Background: an optimization exercise with open tools, aiming at small area, a short achievable clock period and few clock cycles per item. Do not read the settings as production practice.
Function was checked by simulation only, so behaviour that the tests miss may differ from the original.

==> flow/design.v (excerpt) <==
module q_update_engine #(
  parameter int DATA_WIDTH  = 16,
  parameter int FRAC_BITS   = 8,
  parameter int NUM_STATES  = 16,
  parameter int NUM_ACTIONS = 4,
  localparam int SW = $clog2(NUM_STATES),
  localparam int AW = $clog2(NUM_ACTIONS)
) (
  input  logic                  clk,
  input  logic                  rst_n,
  input  logic                  clear,
  input  logic                  in_valid,
  output logic                  in_ready,
  input  logic [SW-1:0]         in_state,
  input  logic [AW-1:0]         in_action,
  input  logic [SW-1:0]         in_next_state,
  input  logic [DATA_WIDTH-1:0] in_reward,
  input  logic                  in_terminal,
  input  logic [DATA_WIDTH-1:0] alpha,
  input  logic [DATA_WIDTH-1:0] gamma,
  output logic                  out_valid,
  input  logic                  out_ready,
  output logic [DATA_WIDTH-1:0] out_q_new,
  output logic [AW-1:0]         out_best_action,
  output logic                  busy
);
Size in the first run: about 6000 cells after synthesis, roughly 1400 flip-flops, roughly 85 I/O pins.
==> flow/config.mk <==
export PLATFORM = sky130hd
export DESIGN_NAME = q_update_engine
export DESIGN_NICKNAME = q_update_engine
export VERILOG_FILES = /design/flow/design.v
export SDC_FILE = /design/flow/constraint.sdc
export NUM_CORES = 8
export LEC_CHECK = 0
export CAP_MARGIN = 30
export CORE_MARGIN = 2
export CORE_UTILIZATION = 45
export CTS_CLUSTER_DIAMETER = 100
export CTS_CLUSTER_SIZE = 20
export PLACE_DENSITY = 0.55
export SLEW_MARGIN = 25
==> flow/constraint.sdc <==
create_clock -name core_clock -period 14.0 [get_ports {clk}]
set_input_delay 2.8000 -clock core_clock [delete_from_list [all_inputs] [get_ports {clk}]]
set_output_delay 2.8000 -clock core_clock [all_outputs]
set_load 0.01 [all_outputs]
standard.sh (not shown) runs the stock make flow with config.mk's settings and CLKGATE_MAP_FILE= SYNTH_SCRIPT=/design/flow/synth_recipe.tcl, a recipe that flattens the netlist after the stock synthesis.
==> flow/flow/run.sh <==
#!/bin/bash
# The standard layout (standard.sh, unchanged synthesis and steps), with
# timing repair aimed at a setup slack of 8.3 ns at the design's 14 ns clock:
# repair_timing then works on every path longer than 5.7 ns instead of only on
# violating ones. All of make's output goes to standard.log; ORFS keeps each
# step's own log under orfs/logs/.
set -euo pipefail
bash standard.sh SETUP_SLACK_MARGIN=8.3 finish > standard.log 2>&1
The first run finished clean.
Testbench counts at the start, summed over its fixed seeds: cycles 2,683, items 2,400.
Change:
--- a/flow/design.v
+++ b/flow/design.v
@@ -68,40 +68,41 @@
   logic [15:0]  b1_row [NA];
   logic [15:0]  b2_x, c_x;
   logic [14:0]  b2_d, c_d;         
   logic [9:0]   b2_ay;
   logic [17:0]  b2_e;
   logic [15:0]  b2_cq, c_q;         
   logic         b2_fast, b2_asmall, b2_gsmall;
   logic         b2_dual;           
   logic [1:0]   b2_js;
   logic [12:0]  b2_xa;             
-  logic         b2_q11, c_q11, c_fast;   
+  logic         b2_q11;            
+  logic         c_small;           
   logic [4:0]   b2_ph;
   logic [9:0]   c_lo;              
   logic [25:0]  acc;               
   logic         hb, hs;            
   logic [17:0]  e0, e1, e2;        
   logic [1:0]   cnt;
   logic [15:0]  q_new;
   localparam logic [4:0] S_FIRST = 5'd0,
     S_G1X = 5'd1,  S_G1C = 5'd2,  S_GHX = 5'd3,  S_GLP = 5'd4,  S_GLX = 5'd5,
     S_GLC = 5'd6,  S_TX  = 5'd7,  S_TC  = 5'd8,  S_DX  = 5'd9,  S_DC  = 5'd10,
     S_APX = 5'd11, S_APC = 5'd12, S_AHX = 5'd13, S_ALP = 5'd14, S_ALX = 5'd15,
     S_ALC = 5'd16, S_QX  = 5'd17, S_QC  = 5'd18, S_FX  = 5'd19;
   logic haz, b1_fast, b2_done, b2_go, b1_adv, b1_rel, b1_load, accept, pop;
   logic [2:0] occ;
   assign occ     = {2'b0, c_v} + {1'b0, cnt};
   assign b2_done = (b2_ph == S_FIRST && b2_fast) || b2_ph == S_FX;
   assign b2_go   = b2_v && b2_done && (occ <= 3'd2);
   logic small_c, haz_cr, dual;
-  assign small_c = c_fast && c_q11 && ((c_x[15:10] == 6'h00) || (c_x[15:10] == 6'h3f));
+  assign small_c = c_small;
   assign haz_cr  = !b1_term && c_v && c_s == b1_ns;
   assign dual    = haz_cr && small_c;
   assign haz     = (!b1_term && b2_v && b2_s == b1_ns) || (haz_cr && !small_c) ||
                    (b2_v && b2_s == b1_s && b2_a == b1_a) ||
                    (c_v && c_s == b1_s && c_a == b1_a);
   assign b1_adv  = b1_v && !b1_shadow && !haz && (!b2_v || b2_go);
   assign b1_rel  = b1_shadow ? b2_go : (b1_adv && b1_fast);
   assign b1_load = !b1_v || b1_rel;
   assign in_ready = b1_load && !clear;
   assign accept  = in_valid && in_ready;
@@ -268,22 +269,22 @@
       end
     end
   end
   logic [23:0] c_ps, c_pc, c_p;
   qe_btreek u_c (.x(c_x), .one(c_d[4:0]), .two(c_d[9:5]), .neg(c_d[14:10]),
                  .e({c_q, elo(c_d)}), .s(c_ps), .c(c_pc));
   assign c_p   = c_ps + c_pc;
   assign q_new = c_p[23:8];
   always_ff @(posedge clk) begin
     c_x    <= xwin ? b2_q2[23:8] : b2_p[23:8];
-    c_fast <= b2_fast;
-    c_q11  <= b2_q11;
+    c_small <= b2_fast && b2_q11 && (xwin ? ((b2_q2[23:18] == 6'h00) || (b2_q2[23:18] == 6'h3f)) :
+                                            ((b2_p[23:18] == 6'h00) || (b2_p[23:18] == 6'h3f)));
     c_lo   <= {b2_p[25:24], b2_p[7:0]};
     c_d    <= booth(b2_ay);
     c_q    <= b2_cq;
     c_s    <= b2_s;
     c_a    <= b2_a;
     c_best <= xwin ? b2_js : b2_best;
   end
   always_ff @(posedge clk) begin
     for (int i = 0; i < NS; i++)
       for (int j = 0; j < NA; j++)
The changed run finished with timing, DRC and antenna clean.
Routed wire length falls by 1.4%.
Clock-buffer cell count is lower by 3.
Final cell count rose by 0.55%.
Worst setup slack degrades by 12 ps.
Design area stays flat.
Testbench counts after the change, summed over its fixed seeds: cycles 2,683, items 2,400.

[what the ideal ports hide]
Ports are ideal in the flow. The routed layouts listed here were re-timed in OpenROAD.
Step 1 assumes that a clkbuf_16 drives the clock port and a buf_2 every other input.
Step 2 also shifts input and output timing later by t, the mid clock arrival at the registers, as if the neighbouring blocks saw the same clock.
Three values: no drivers, after step 1, after step 2; two values: the first two.
run | shift t [ns] | setup WS [ns] | worst setup path at the end | slew at the worst register clock pin (ns) | pins driven straight from the clock port
the first run | 0.854 | 7.830 / 7.748 / 7.374 | input to register | 0.10 / 0.10 | 1
the second run | 0.841 | 7.818 / 7.731 / 7.308 | input to register | 0.10 / 0.10 | 1
After both steps setup and hold are still met in every run listed. The setup slack of the second run, which loses most, moves by -0.087 ns with the drivers and by -0.510 ns with both steps.
